From an optimization exercise on the open Yosys and OpenROAD flow, aimed at small area and a short achievable clock period; shortcuts taken in it are not production practice. Power and IR drop assume default switching activity.

build 75:
// cfgTop
module cfgTop
(
  input  logic                    clk,
  input  logic                    rstN,
  input  logic                    psel,
  input  logic                    penable,
  input  logic                    pwrite,
  input  logic [8-1:0]  paddr,
  input  logic [16-1:0]                pwdata,
  output logic [16-1:0]                     prdata,
  output logic                         pready,
  output logic                         pslverr,
  output logic [10-1:0]         filtsUsed,
  output logic [27-1:0]         incrementConstant,
  output logic [27-1:0]         decayConstant,
  output logic [4-1:0]          gensUsed,
  output logic [4-1:0]          gensEn,
  output logic                         reportTags,
  output logic                         pReset,
  output logic                         sReset,
  output logic                         progValid,
  input  logic                    progReady,
  output logic [4-1:0]          progGenIdx,
  output logic [16-1:0]        progPeriod,
  output logic [16-1:0]        progTicks,
  output logic [11-1:0]           progTag,
  output logic [48-1:0]                         currentTime,
  output logic                         unitTick,
  output logic                         hbPulse
);
For scale: roughly 2,800 cells after synthesis, about 750 flip-flops, ~220 I/O pins, roughly 31,000 µm² of cells after synthesis.
==> module cfgApbSlave, before the edit <==
module cfgApbSlave
(
  input  logic                       clk,
  input  logic                       rstN,
  input  logic                       psel,
  input  logic                       penable,
  input  logic                       pwrite,
  input  logic [8-1:0]     paddr,
  input  logic [16-1:0]      pwdata,
  output logic [16-1:0]      prdata,
  output logic                       pready,
  output logic                       pslverr,
  output logic [32-1:0][16-1:0] regBank,
  output logic                       chunkTake,
  output logic [16-1:0]      chunkData,
  input  logic                       progValid,
  input  logic                       progValidNext,
  output logic [16-1:0]        unitLenNext,
  output logic [48-1:0]        hbEveryNext
);
  localparam int IdxW = $clog2(32);
  localparam int BankW = 32 * 16;
  localparam logic [BankW-1:0] ResetVals =
      (BankW'(1)     << (1   * 16)) |
      (BankW'(10000) << (7    * 16)) |
      (BankW'(10000) << (11    * 16)) |
      (BankW'(1)     << (15 * 16)) |
      (BankW'(3)     << (16    * 16));
  logic            accState;    
  logic            nextAcc;
  logic            setup;
  logic            regHit;
  logic            progHit;
  logic            errHit;
  logic            rdEn;
  logic            wrQ;
  logic [IdxW-1:0] idxQ;
  logic [16-1:0] wdataQ;    
  logic            progWQ;
  logic            wrUnitQ;     
  logic [2:0]      wrHbQ;       
  assign regHit  = !paddr[7];
  assign progHit = paddr == 8'h80;
  assign errHit  = paddr[7] && (paddr[6:0] != '0);
  assign setup   = !accState && psel && !penable;
  assign nextAcc = accState ? !(!psel || pready) : (psel && !penable);
  assign rdEn    = setup && !pwrite && regHit;
  function automatic logic [32-1:0] wordSel(input logic [IdxW-1:0] idx);
    logic [3:0] lo;
    logic [7:0] hi;
    for (int j = 0; j < 4; j++) lo[j] = idx[1:0] == 2'(j);
    for (int j = 0; j < 8; j++) hi[j] = idx[4:2] == 3'(j);
    for (int i = 0; i < 32; i++) wordSel[i] = hi[i / 4] && lo[i % 4];
  endfunction
  logic [32-1:0]  rdSel;
  logic [16-1:0] rdData;
  always_comb begin
    rdSel  = wordSel(paddr[IdxW+1:2]);
    rdData = '0;
    for (int i = 0; i < 32; i++) begin
      rdData = rdData | ({16{rdSel[i]}} & regBank[i]);
    end
  end
  always_ff @(posedge clk or negedge rstN) begin
    if (!rstN) begin
      accState <= 1'b0;
      pready   <= 1'b0;
      pslverr  <= 1'b0;
      prdata   <= '0;
      wrQ      <= 1'b0;
      progWQ   <= 1'b0;
      wrUnitQ  <= 1'b0;
      wrHbQ    <= '0;
    end else begin
      accState <= nextAcc;
      pready   <= nextAcc && !(pwrite && progHit && progValidNext);
      pslverr  <= setup && errHit;
      prdata   <= rdData & {16{rdEn}};
      wrQ      <= setup && pwrite && regHit;
      progWQ   <= nextAcc && pwrite && progHit;
      wrUnitQ  <= setup && pwrite && regHit && (paddr[IdxW+1:2] == IdxW'(7));
      for (int k = 0; k < 3; k++) begin
        wrHbQ[k] <= setup && pwrite && regHit &&
                    (paddr[IdxW+1:2] == IdxW'(11 + k));
      end
    end
  end
  always_ff @(posedge clk) begin
    idxQ   <= paddr[IdxW+1:2];
    wdataQ <= pwdata;
  end
  assign chunkTake = progWQ && !progValid;
  assign chunkData = wdataQ;
  logic [32-1:0] wrSel;
  assign wrSel = wordSel(idxQ) & {32{wrQ}};
  assign unitLenNext = wrUnitQ ? wdataQ : regBank[7];
  for (genvar k = 0; k < 3; k++) begin : g_hb
    assign hbEveryNext[k*16 +: 16] =
        wrHbQ[k] ? wdataQ : regBank[11 + k];
  end
  localparam logic [BankW-1:0] AsyncMask =
      (BankW'(16'h03ff) << (0  * 16)) |
      (BankW'(27'h7ffffff) << (1 * 16)) |
      (BankW'(27'h7ffffff) << (3 * 16)) |
      (BankW'(16'h000f) << (5   * 16)) |
      (BankW'(16'h000f) << (6     * 16)) |
      (BankW'(16'h0001) << (15 * 16)) |
      (BankW'(16'h0003) << (16    * 16)) |
      ResetVals;
  logic [32-1:0][16-1:0] bankAsync;
  logic [32-1:0][16-1:0] bankSync;
  always_ff @(posedge clk or negedge rstN) begin
    if (!rstN) begin
      bankAsync <= ResetVals;
    end else begin
      for (int i = 0; i < 32; i++) begin
        if (wrSel[i]) bankAsync[i] <= wdataQ;
      end
    end
  end
  logic [32-1:0] holdQ;
  always_ff @(posedge clk or negedge rstN) begin
    if (!rstN) begin
      holdQ <= '0;
    end else begin
      holdQ <= ~(wordSel(paddr[IdxW+1:2]) & {32{setup && pwrite && regHit}});
    end
  end
  always_ff @(posedge clk) begin
    for (int i = 0; i < 32; i++) begin
      bankSync[i] <= ({16{wrSel[i]}} & wdataQ) |
                     ({16{holdQ[i]}} & bankSync[i]);
    end
  end
  assign regBank = (bankAsync & AsyncMask) | (bankSync & ~AsyncMask);
endmodule
Settings: LEC_CHECK=0, CAP_MARGIN=20, CORE_MARGIN=2, CORE_UTILIZATION=60, SETUP_SLACK_MARGIN=3.5, SLEW_MARGIN=20; clock period 6.0 ns.
standard.sh (not shown) runs the stock make flow with config.mk's settings and CLKGATE_MAP_FILE= SYNTH_SCRIPT=/design/flow/synth_recipe.tcl, a recipe that flattens the netlist after the stock synthesis.
==> flow/flow/run.sh <==
#!/bin/bash
# Standard layout, with plain buf_2 cells as the port buffers and a clock
# tree without dummy loads. Each tool's output goes to a log of its own here.
set -euo pipefail
export BUFFER_PORTS_ARGS="-buffer_cell sky130_fd_sc_hd__buf_2"
export CTS_ARGS="-sink_clustering_enable -repair_clock_nets -dont_use_dummy_load -sink_clustering_size 20 -sink_clustering_max_diameter 100"
bash standard.sh synth > make_synth.log 2>&1
bash standard.sh > make_layout.log 2>&1
Input changes introduced in build 6 (baseline for comparison: build 75):
diff --git a/flow/design.v b/flow/design.v
--- a/flow/design.v
+++ b/flow/design.v
@@ -40,8 +40,19 @@
   logic [16-1:0] wdataQ;    
   logic            progWQ;
   logic            wrUnitQ;     
   logic [2:0]      wrHbQ;       
+  logic [32-1:0] holdQ;   
+  localparam logic [BankW-1:0] AsyncMask =
+      (BankW'(16'h03ff) << (0  * 16)) |
+      (BankW'(27'h7ffffff) << (1 * 16)) |
+      (BankW'(27'h7ffffff) << (3 * 16)) |
+      (BankW'(16'h000f) << (5   * 16)) |
+      (BankW'(16'h000f) << (6     * 16)) |
+      (BankW'(16'h0001) << (15 * 16)) |
+      (BankW'(16'h0003) << (16    * 16)) |
+      (BankW'(16'h0001) << (14  * 16)) |
+      ResetVals;
   assign regHit  = !paddr[7];
   assign progHit = paddr == 8'h80;
   assign errHit  = paddr[7] && (paddr[6:0] != '0);
   assign setup   = !accState && psel && !penable;
@@ -55,13 +66,17 @@
     for (int i = 0; i < 32; i++) wordSel[i] = hi[i / 4] && lo[i % 4];
   endfunction
   logic [32-1:0]  rdSel;
   logic [16-1:0] rdData;
+  logic [16-1:0] rdReset;   
+  logic                  resetDoneQ;   
   always_comb begin
     rdSel  = wordSel(paddr[IdxW+1:2]);
     rdData = '0;
+    rdReset = '0;
     for (int i = 0; i < 32; i++) begin
       rdData = rdData | ({16{rdSel[i]}} & regBank[i]);
+      rdReset = rdReset | ({16{rdSel[i]}} & ResetVals[i*16 +: 16]);
     end
   end
   always_ff @(posedge clk or negedge rstN) begin
     if (!rstN) begin
@@ -69,16 +84,19 @@
       pready   <= 1'b0;
       pslverr  <= 1'b0;
       prdata   <= '0;
       wrQ      <= 1'b0;
+      resetDoneQ <= 1'b0;
       progWQ   <= 1'b0;
       wrUnitQ  <= 1'b0;
       wrHbQ    <= '0;
     end else begin
       accState <= nextAcc;
       pready   <= nextAcc && !(pwrite && progHit && progValidNext);
       pslverr  <= setup && errHit;
-      prdata   <= rdData & {16{rdEn}};
+      prdata   <= (rdData & {16{rdEn && resetDoneQ}}) |
+                  (rdReset & {16{rdEn && !resetDoneQ}});
+      resetDoneQ <= 1'b1;
       wrQ      <= setup && pwrite && regHit;
       progWQ   <= nextAcc && pwrite && progHit;
       wrUnitQ  <= setup && pwrite && regHit && (paddr[IdxW+1:2] == IdxW'(7));
       for (int k = 0; k < 3; k++) begin
@@ -94,22 +112,16 @@
   assign chunkTake = progWQ && !progValid;
   assign chunkData = wdataQ;
   logic [32-1:0] wrSel;
   assign wrSel = wordSel(idxQ) & {32{wrQ}};
-  assign unitLenNext = wrUnitQ ? wdataQ : regBank[7];
+  function automatic logic [16-1:0] keptWord(input int i);
+    keptWord = regBank[i] & (AsyncMask[i*16 +: 16] | {16{holdQ[i]}});
+  endfunction
+  assign unitLenNext = wrUnitQ ? wdataQ : keptWord(7);
   for (genvar k = 0; k < 3; k++) begin : g_hb
     assign hbEveryNext[k*16 +: 16] =
-        wrHbQ[k] ? wdataQ : regBank[11 + k];
+        wrHbQ[k] ? wdataQ : keptWord(11 + k);
   end
-  localparam logic [BankW-1:0] AsyncMask =
-      (BankW'(16'h03ff) << (0  * 16)) |
-      (BankW'(27'h7ffffff) << (1 * 16)) |
-      (BankW'(27'h7ffffff) << (3 * 16)) |
-      (BankW'(16'h000f) << (5   * 16)) |
-      (BankW'(16'h000f) << (6     * 16)) |
-      (BankW'(16'h0001) << (15 * 16)) |
-      (BankW'(16'h0003) << (16    * 16)) |
-      ResetVals;
   logic [32-1:0][16-1:0] bankAsync;
   logic [32-1:0][16-1:0] bankSync;
   always_ff @(posedge clk or negedge rstN) begin
     if (!rstN) begin
@@ -119,9 +131,8 @@
         if (wrSel[i]) bankAsync[i] <= wdataQ;
       end
     end
   end
-  logic [32-1:0] holdQ;
   always_ff @(posedge clk or negedge rstN) begin
     if (!rstN) begin
       holdQ <= '0;
     end else begin
Findings:
Build 6 vs. build 75: setup slack down 0.080 ns; total power decreased 77 µW; final area now sits at about the same level; routed wire length went up 3.5%; standby leakage power went up by about 3.2%. Build 75 and build 6 ended up with nearly the same adder-cell share of the synthesized area. [compare] base=build 75 new=build 6: wire length per cell after detailed routing climbed about 1%; total clock sinks barely changed. Clock skew: build 6 vs build 75 up 0.0096 ns. Of build 75 and build 6, the lower placed cell count belongs to build 75. Of build 6 and build 75, it is build 6 that has the higher sequential share of layout area. Cell count after synthesis: lower on build 75. Of build 6 and build 75, it is build 6 that has the lower area after synthesis. Build 6 completed end to end with timing, DRC and antenna clean.
Function was not checked in any run of this note: the RTL went through the layout flow alone.

static timing again, ports no longer ideal:
How much do the figures lean on ideal ports? The routed layouts below were timed once more, with nothing changed but the port constraints. Step 1 sets driving cells, clkbuf_16 on the clock port and buf_2 on the other inputs (assumed; they add their load-dependent delay and slew). Step 2 moves the port delays by t, midway between the first and last clock arrival at a register: inputs arrive t later, outputs are due t later. That takes back most of the time a late clock gives input paths. Slacks: ideal / step 1 / step 2; pairs: ideal / step 1.
run	t (ns)	slack for setup (ns)	clock arrival spread, ns	slew at the worst register clock pin (ns)	worst slew at a driven data input, ns
build 75	0.668	3.232 / 3.232 / 2.794	0.052 / 0.053	0.10 / 0.10	0.05
build 6	0.660	3.152 / 3.152 / 2.681	0.052 / 0.052	0.09 / 0.09	0.08
After both steps every run listed still meets setup and hold. For build 6, which loses most, drivers alone change the setup slack by 0.000 ns; drivers and shift together by -0.471 ns.
